From an optimization exercise on the open Yosys and OpenROAD flow, aimed at small area; shortcuts taken in it are not production practice.
The RTL was checked by simulation tests, not by an equivalence proof against the original design.
Power is estimated from default activity; no workload was simulated.

==> build 7: inputs <==
==> flow/design.v (excerpt) <==
module multi_period_meter #(
    parameter int unsigned NB_CH = 24,
    parameter int unsigned CNT_W = period_meter_pkg::CNT_W_DEF,
    parameter int unsigned CH_W  = (NB_CH > 1) ? $clog2(NB_CH) : 1
) (
    input  logic             ClkIn,
    input  logic             Reset,
    input  logic [NB_CH-1:0] SigIn,
    input  logic             RdReq,
    input  logic [CH_W-1:0]  RdChan,
    output logic             RdAck,
    output logic [CNT_W-1:0] RdPeriod,
    output logic [CNT_W-1:0] RdHigh,
    output logic             RdValid,
    output logic             RdOvf
);
==> module period_meter_ch, before the edit <==
module period_meter_ch #(
    parameter int unsigned CNT_W = period_meter_pkg::CNT_W_DEF
) (
    input  logic             clk_i,
    input  logic             rst_i,
    input  logic             sig_i,
    output logic [CNT_W-1:0] per_o,
    output logic [CNT_W-1:0] high_o,
    output logic             lat_o,
    output logic             stall_o
);
    logic             s1_q, s2_q, s3_q;
    logic             run_q, lat_q;
    logic             sat, stall;
    logic [CNT_W-1:0] cnt_q, cnt_d;
    logic [CNT_W-1:0] hcap_q;
    logic [CNT_W-1:0] per_q, high_q;
    logic             rise;
    logic             inc;
    assign rise  = s2_q & ~s3_q;
    assign sat   = &cnt_q;
    assign stall = run_q & sat;
    assign inc   = ~sat;
    for (genvar i = 0; i < CNT_W; i++) begin : gen_cnt
        if (i == 0) begin : g0
            assign cnt_d[i] = rise | (cnt_q[i] ^ inc);
        end else begin : gi
            assign cnt_d[i] = ~rise & (cnt_q[i] ^ (inc & (&cnt_q[i-1:0])));
        end
    end
    always_ff @(posedge clk_i) begin
        s1_q <= sig_i & ~rst_i;
        s2_q <= s1_q & ~rst_i;
        s3_q <= s2_q;
    end
    always_ff @(posedge clk_i) begin
        cnt_q <= cnt_d;
        if (s2_q) hcap_q <= cnt_d;
        if (rise) per_q <= cnt_q;
        if (rise && run_q) high_q <= hcap_q;
    end
    always_ff @(posedge clk_i) begin
        if (rst_i) begin
            run_q   <= 1'b0;
            lat_q   <= 1'b0;
        end else begin
            run_q   <= run_q | rise;
            lat_q   <= lat_q | (rise & run_q);
        end
    end
    assign per_o   = per_q;
    assign high_o  = high_q;
    assign lat_o   = lat_q;
    assign stall_o = stall;
endmodule
==> module multi_period_meter, before the edit <==
module multi_period_meter #(
    parameter int unsigned NB_CH = 24,
    parameter int unsigned CNT_W = period_meter_pkg::CNT_W_DEF,
    parameter int unsigned CH_W  = (NB_CH > 1) ? $clog2(NB_CH) : 1
) (
    input  logic             ClkIn,
    input  logic             Reset,
    input  logic [NB_CH-1:0] SigIn,
    input  logic             RdReq,
    input  logic [CH_W-1:0]  RdChan,
    output logic             RdAck,
    output logic [CNT_W-1:0] RdPeriod,
    output logic [CNT_W-1:0] RdHigh,
    output logic             RdValid,
    output logic             RdOvf
);
    logic [CNT_W-1:0] ch_per  [NB_CH];
    logic [CNT_W-1:0] ch_high [NB_CH];
    logic [NB_CH-1:0] ch_lat;
    logic [NB_CH-1:0] ch_stall;
    for (genvar g = 0; g < NB_CH; g++) begin : gen_ch
        period_meter_ch #(
            .CNT_W (CNT_W)
        ) u_ch (
            .clk_i    (ClkIn),
            .rst_i    (Reset),
            .sig_i    (SigIn[g]),
            .per_o    (ch_per[g]),
            .high_o   (ch_high[g]),
            .lat_o    (ch_lat[g]),
            .stall_o  (ch_stall[g])
        );
    end
    logic [CNT_W-1:0] sel_per;
    logic [CNT_W-1:0] sel_high;
    logic             sel_lat;
    logic             sel_stall;
    always_comb begin
        sel_per   = '0;
        sel_high  = '0;
        sel_lat   = 1'b0;
        sel_stall = 1'b0;
        for (int i = 0; i < NB_CH; i++) begin
            if (RdChan == CH_W'(i)) begin
                sel_per   = sel_per   | ch_per[i];
                sel_high  = sel_high  | ch_high[i];
                sel_lat   = sel_lat   | ch_lat[i];
                sel_stall = sel_stall | ch_stall[i];
            end
        end
    end
    logic             rd_ack_q;
    logic [CNT_W-1:0] rd_period_q;
    logic [CNT_W-1:0] rd_high_q;
    logic             rd_valid_q;
    logic             rd_ovf_q;
    logic rd_load, rd_keep;
    assign rd_load = RdReq | Reset;
    assign rd_keep = sel_lat & ~Reset;
    always_ff @(posedge ClkIn) begin
        rd_ack_q <= RdReq & ~Reset;
        if (rd_load) begin
            rd_period_q <= rd_keep ? sel_per  : '0;
            rd_high_q   <= rd_keep ? sel_high : '0;
            rd_valid_q  <= rd_keep & ~sel_stall;
            rd_ovf_q    <= sel_stall & ~Reset;
        end
    end
    assign RdAck    = rd_ack_q;
    assign RdPeriod = rd_period_q;
    assign RdHigh   = rd_high_q;
    assign RdValid  = rd_valid_q;
    assign RdOvf    = rd_ovf_q;
endmodule
export LEC_CHECK = 0
export CAP_MARGIN = 20
export CORE_MARGIN = 2
export CORE_UTILIZATION = 50
export CTS_BUF_LIST = sky130_fd_sc_hd__clkbuf_8
export CTS_CLUSTER_DIAMETER = 70
export CTS_CLUSTER_SIZE = 16
export GPL_TIMING_DRIVEN = 0
export SLEW_MARGIN = 20
create_clock -name core_clock -period 5.0 [get_ports {ClkIn}]
standard.sh (not shown) runs the stock make flow with config.mk's settings and CLKGATE_MAP_FILE= SYNTH_SCRIPT=/design/flow/synth_recipe.tcl, a recipe that flattens the netlist after the stock synthesis.
==> flow/flow/run.sh <==
#!/bin/bash
# The standard layout (standard.sh), with two changes made through the
# environment that ORFS reads:
#   - CTS without dummy loads (same clustering and buffer as config.mk);
#   - the port buffers are the smallest buffer, sky130_fd_sc_hd__buf_1.
# standard.sh's full output (synthesis through the final report) is in
# standard.log here; ORFS's per-step logs are under orfs/logs/.
set -o pipefail
export CTS_ARGS="-sink_clustering_enable -repair_clock_nets -buf_list sky130_fd_sc_hd__clkbuf_8 -sink_clustering_size 16 -sink_clustering_max_diameter 70 -dont_use_dummy_load"
export BUFFER_PORTS_ARGS="-buffer_cell sky130_fd_sc_hd__buf_1"
bash standard.sh > standard.log 2>&1
==> trial 17 (differences from build 7) <==
--- a/flow/design.v
+++ b/flow/design.v
@@ -8,4 +8,5 @@
     input  logic             clk_i,
     input  logic             rst_i,
+    input  logic             blk_i,
     input  logic             sig_i,
     output logic [CNT_W-1:0] per_o,
@@ -15,6 +16,5 @@
 );
     logic             s1_q, s2_q, s3_q;
-    logic             run_q, lat_q;
-    logic             sat, stall;
+    logic             run_q, stall_q, lat_q;
     logic [CNT_W-1:0] cnt_q, cnt_d;
     logic [CNT_W-1:0] hcap_q;
@@ -23,17 +23,9 @@
     logic             inc;
     assign rise  = s2_q & ~s3_q;
-    assign sat   = &cnt_q;
-    assign stall = run_q & sat;
-    assign inc   = ~sat;
-    for (genvar i = 0; i < CNT_W; i++) begin : gen_cnt
-        if (i == 0) begin : g0
-            assign cnt_d[i] = rise | (cnt_q[i] ^ inc);
-        end else begin : gi
-            assign cnt_d[i] = ~rise & (cnt_q[i] ^ (inc & (&cnt_q[i-1:0])));
-        end
-    end
+    assign inc   = ~stall_q;
+    assign cnt_d = rise ? CNT_W'(2) : cnt_q + CNT_W'(inc);
     always_ff @(posedge clk_i) begin
         s1_q <= sig_i & ~rst_i;
-        s2_q <= s1_q & ~rst_i;
+        s2_q <= s1_q;
         s3_q <= s2_q;
     end
@@ -41,13 +33,17 @@
         cnt_q <= cnt_d;
         if (s2_q) hcap_q <= cnt_d;
-        if (rise) per_q <= cnt_q;
-        if (rise && run_q) high_q <= hcap_q;
+        if (rise && run_q) begin
+            per_q  <= cnt_q;
+            high_q <= hcap_q;
+        end
     end
     always_ff @(posedge clk_i) begin
         if (rst_i) begin
             run_q   <= 1'b0;
+            stall_q <= 1'b0;
             lat_q   <= 1'b0;
         end else begin
-            run_q   <= run_q | rise;
+            run_q   <= run_q | (rise & ~blk_i);
+            stall_q <= ~rise & (stall_q | (run_q & (&cnt_q)));
             lat_q   <= lat_q | (rise & run_q);
         end
@@ -56,5 +52,5 @@
     assign high_o  = high_q;
     assign lat_o   = lat_q;
-    assign stall_o = stall;
+    assign stall_o = stall_q;
 endmodule
 module multi_period_meter #(
@@ -78,4 +74,6 @@
     logic [NB_CH-1:0] ch_lat;
     logic [NB_CH-1:0] ch_stall;
+    logic blk_q;
+    always_ff @(posedge ClkIn) blk_q <= Reset;
     for (genvar g = 0; g < NB_CH; g++) begin : gen_ch
         period_meter_ch #(
@@ -84,4 +82,5 @@
             .clk_i    (ClkIn),
             .rst_i    (Reset),
+            .blk_i    (blk_q),
             .sig_i    (SigIn[g]),
             .per_o    (ch_per[g]),
@@ -114,14 +113,19 @@
     logic             rd_valid_q;
     logic             rd_ovf_q;
-    logic rd_load, rd_keep;
-    assign rd_load = RdReq | Reset;
-    assign rd_keep = sel_lat & ~Reset;
     always_ff @(posedge ClkIn) begin
-        rd_ack_q <= RdReq & ~Reset;
-        if (rd_load) begin
-            rd_period_q <= rd_keep ? sel_per  : '0;
-            rd_high_q   <= rd_keep ? sel_high : '0;
-            rd_valid_q  <= rd_keep & ~sel_stall;
-            rd_ovf_q    <= sel_stall & ~Reset;
+        if (Reset) begin
+            rd_ack_q    <= 1'b0;
+            rd_period_q <= '0;
+            rd_high_q   <= '0;
+            rd_valid_q  <= 1'b0;
+            rd_ovf_q    <= 1'b0;
+        end else begin
+            rd_ack_q <= RdReq;
+            if (RdReq) begin
+                rd_period_q <= sel_lat ? sel_per  - 1'b1 : '0;
+                rd_high_q   <= sel_lat ? sel_high - 1'b1 : '0;
+                rd_valid_q  <= sel_lat & ~sel_stall;
+                rd_ovf_q    <= sel_stall;
+            end
         end
     end
==> flow/run.sh (new file) <==
#!/bin/bash
# synth_recipe.tcl (not shown) runs the flow's synth.tcl, then flattens the netlist and writes it again
# the make line also repeats each setting of config.mk as NAME=value (left out here)
make -C /OpenROAD-flow-scripts/flow DESIGN_CONFIG=/design/flow/config.mk WORK_HOME=/design/flow/orfs CLKGATE_MAP_FILE= SYNTH_SCRIPT=/design/flow/synth_recipe.tcl finish
--- a/flow/config.mk
+++ b/flow/config.mk
@@ -8,8 +8,6 @@
 export CAP_MARGIN = 20
 export CORE_MARGIN = 2
-export CORE_UTILIZATION = 50
-export CTS_BUF_LIST = sky130_fd_sc_hd__clkbuf_8
-export CTS_CLUSTER_DIAMETER = 70
-export CTS_CLUSTER_SIZE = 16
-export GPL_TIMING_DRIVEN = 0
+export CORE_UTILIZATION = 60
+export CTS_BUF_LIST = sky130_fd_sc_hd__clkbuf_4 sky130_fd_sc_hd__clkbuf_8
+export CTS_CLUSTER_SIZE = 30
 export SLEW_MARGIN = 20
removed: flow/flow/run.sh
removed: flow/standard.sh
==> trial 35 (differences from build 7) <==
--- a/flow/design.v
+++ b/flow/design.v
@@ -8,4 +8,5 @@
     input  logic             clk_i,
     input  logic             rst_i,
+    input  logic             blk_i,
     input  logic             sig_i,
     output logic [CNT_W-1:0] per_o,
@@ -15,6 +16,5 @@
 );
     logic             s1_q, s2_q, s3_q;
-    logic             run_q, lat_q;
-    logic             sat, stall;
+    logic             run_q, stall_q, lat_q;
     logic [CNT_W-1:0] cnt_q, cnt_d;
     logic [CNT_W-1:0] hcap_q;
@@ -23,17 +23,9 @@
     logic             inc;
     assign rise  = s2_q & ~s3_q;
-    assign sat   = &cnt_q;
-    assign stall = run_q & sat;
-    assign inc   = ~sat;
-    for (genvar i = 0; i < CNT_W; i++) begin : gen_cnt
-        if (i == 0) begin : g0
-            assign cnt_d[i] = rise | (cnt_q[i] ^ inc);
-        end else begin : gi
-            assign cnt_d[i] = ~rise & (cnt_q[i] ^ (inc & (&cnt_q[i-1:0])));
-        end
-    end
+    assign inc   = ~stall_q;
+    assign cnt_d = rise ? CNT_W'(1) : cnt_q + CNT_W'(inc);
     always_ff @(posedge clk_i) begin
         s1_q <= sig_i & ~rst_i;
-        s2_q <= s1_q & ~rst_i;
+        s2_q <= s1_q;
         s3_q <= s2_q;
     end
@@ -41,13 +33,17 @@
         cnt_q <= cnt_d;
         if (s2_q) hcap_q <= cnt_d;
-        if (rise) per_q <= cnt_q;
-        if (rise && run_q) high_q <= hcap_q;
+        if (rise && run_q) begin
+            per_q  <= cnt_q;
+            high_q <= hcap_q;
+        end
     end
     always_ff @(posedge clk_i) begin
         if (rst_i) begin
             run_q   <= 1'b0;
+            stall_q <= 1'b0;
             lat_q   <= 1'b0;
         end else begin
-            run_q   <= run_q | rise;
+            run_q   <= run_q | (rise & ~blk_i);
+            stall_q <= ~rise & (stall_q | (run_q & (cnt_q == {{(CNT_W-1){1'b1}}, 1'b0})));
             lat_q   <= lat_q | (rise & run_q);
         end
@@ -56,5 +52,5 @@
     assign high_o  = high_q;
     assign lat_o   = lat_q;
-    assign stall_o = stall;
+    assign stall_o = stall_q;
 endmodule
 module multi_period_meter #(
@@ -78,4 +74,6 @@
     logic [NB_CH-1:0] ch_lat;
     logic [NB_CH-1:0] ch_stall;
+    logic blk_q;
+    always_ff @(posedge ClkIn) blk_q <= Reset;
     for (genvar g = 0; g < NB_CH; g++) begin : gen_ch
         period_meter_ch #(
@@ -84,4 +82,5 @@
             .clk_i    (ClkIn),
             .rst_i    (Reset),
+            .blk_i    (blk_q),
             .sig_i    (SigIn[g]),
             .per_o    (ch_per[g]),
@@ -114,14 +113,19 @@
     logic             rd_valid_q;
     logic             rd_ovf_q;
-    logic rd_load, rd_keep;
-    assign rd_load = RdReq | Reset;
-    assign rd_keep = sel_lat & ~Reset;
     always_ff @(posedge ClkIn) begin
-        rd_ack_q <= RdReq & ~Reset;
-        if (rd_load) begin
-            rd_period_q <= rd_keep ? sel_per  : '0;
-            rd_high_q   <= rd_keep ? sel_high : '0;
-            rd_valid_q  <= rd_keep & ~sel_stall;
-            rd_ovf_q    <= sel_stall & ~Reset;
+        if (Reset) begin
+            rd_ack_q    <= 1'b0;
+            rd_period_q <= '0;
+            rd_high_q   <= '0;
+            rd_valid_q  <= 1'b0;
+            rd_ovf_q    <= 1'b0;
+        end else begin
+            rd_ack_q <= RdReq;
+            if (RdReq) begin
+                rd_period_q <= sel_lat ? sel_per  : '0;
+                rd_high_q   <= sel_lat ? sel_high : '0;
+                rd_valid_q  <= sel_lat & ~sel_stall;
+                rd_ovf_q    <= sel_stall;
+            end
         end
     end
==> flow/flow/run.sh (replaced) <==
#!/bin/bash
# Standard layout, with two changes: CTS without dummy loads, and the port
# buffers are the smallest buffer. Each tool's output goes to its own log here.
set -o pipefail
cp standard.sh standard.sh.txt 2>/dev/null
export CTS_ARGS="-sink_clustering_enable -repair_clock_nets -buf_list sky130_fd_sc_hd__clkbuf_8 -sink_clustering_size 12 -sink_clustering_max_diameter 60 -dont_use_dummy_load"
export BUFFER_PORTS_ARGS="-buffer_cell sky130_fd_sc_hd__buf_1"
bash standard.sh > standard.log 2>&1
--- a/flow/config.mk
+++ b/flow/config.mk
@@ -10,6 +10,6 @@
 export CORE_UTILIZATION = 50
 export CTS_BUF_LIST = sky130_fd_sc_hd__clkbuf_8
-export CTS_CLUSTER_DIAMETER = 70
-export CTS_CLUSTER_SIZE = 16
+export CTS_CLUSTER_DIAMETER = 60
+export CTS_CLUSTER_SIZE = 12
 export GPL_TIMING_DRIVEN = 0
 export SLEW_MARGIN = 20
==> build 38 (differences from build 7) <==
--- a/flow/design.v
+++ b/flow/design.v
@@ -26,9 +26,12 @@
     assign stall = run_q & sat;
     assign inc   = ~sat;
+    logic [CNT_W:0] cy;
+    assign cy[0] = inc;
     for (genvar i = 0; i < CNT_W; i++) begin : gen_cnt
+        assign cy[i+1] = cy[i] & cnt_q[i];
         if (i == 0) begin : g0
-            assign cnt_d[i] = rise | (cnt_q[i] ^ inc);
+            assign cnt_d[i] = rise | (cnt_q[i] ^ cy[i]);
         end else begin : gi
-            assign cnt_d[i] = ~rise & (cnt_q[i] ^ (inc & (&cnt_q[i-1:0])));
+            assign cnt_d[i] = ~(rise | (cnt_q[i] ~^ cy[i]));
         end
     end
==> impl_results.md <==
- Die width: 327 um
- Simple-gate share of the synthesized area: 0.123
- Flop pwr share: 0.543
- Clock transition at path regs: 0.06 ns
- Hold Startpoint: gen_ch[23].u_ch.s1_q
- Post-Syn Area: 62500 um^2
- Adder-cell share of the synthesized area: 0.0100
- Outcome: timing/DRC/antenna clean
- Hold WS: 0.309 ns
-- figures above: trial 17

==> impl_results.md <==
- Clock transition at path regs: 0.10 ns
- Number of cells on the critical path: 20
- Simple-gate share of the synthesized area: 0.0797
- IO Port Bufs: 65
- Critical path's top delay family: adder cells
- Die width: 349 um
- R2R Path Start: gen_ch[18].u_ch.cnt_q[15]
- Post-Syn Area: 59600 um^2
- Outcome: timing/DRC/antenna clean
- Adder-cell share of the synthesized area: 0.0756
- Flop pwr share: 0.684
-- figures above: build 38

==> impl_results.md <==
- Outcome: timing/DRC/antenna clean
- Hold Startpoint: SigIn[3]
- WL final: 184000 um
- Clock transition at path regs: 0.08 ns
- Nonclk buf count: 253
- Adder-cell share of the synthesized area: 0.00986
- Die width: 353 um
- Multi-input logic area: 14200 um^2
- Simple-gate share of the synthesized area: 0.110
-- figures above: trial 35

==> impl_results.md <==
- Adder-cell share of the synthesized area: 0.00503
- Sequential power: 16900 uW
- Post-synthesis xor/xnor area fraction: 0.0388
- Hold WS: 0.317 ns
- Post-Syn Area: 59600 um^2
- Die width: 349 um
- Simple-gate share of the synthesized area: 0.106
- Clock transition at path regs: 0.09 ns
- Netlist cell types: 55
- Outcome: timing/DRC/antenna clean
- Flop pwr share: 0.683
- Hold Startpoint: SigIn[18]
-- figures above: build 7

-- separate check: timing with driven ports --
The flow's constraints put no driver on any port. The routed layouts listed below were extracted and timed again, unchanged, in two steps.
Step 1 sets driving cells, clkbuf_16 on the clock port and buf_2 on the other inputs (assumed; they add their load-dependent delay and slew).
Step 2 also shifts input and output timing later by t, the mid clock arrival at the registers, as if the neighbouring blocks saw the same clock.
a / b / c = ideal ports / drivers / drivers and shift; a / b = the first two.
run | t (ns) | setup slack, ns | worst hold slack (ns) | latest minus earliest clock arrival (ns)
build 7 | 0.922 | 0.769 / 0.820 / -0.102 | 0.317 / 0.263 / 0.357 | 0.105 / 0.105
trial 17 | 1.018 | 0.887 / 0.932 / -0.086 | 0.309 / 0.309 / 0.309 | 0.086 / 0.086
trial 35 | 0.907 | 1.003 / 1.048 / 0.141 | 0.310 / 0.264 / 0.325 | 0.105 / 0.104
build 38 | 0.854 | 0.109 / 0.109 / 0.109 | 0.371 / 0.337 / 0.371 | 0.113 / 0.113
With both steps, setup timing fails in build 7 and trial 17, where it was met with ideal ports. For trial 17, which loses most, drivers alone change the setup slack by +0.045 ns; drivers and shift together by -0.973 ns.
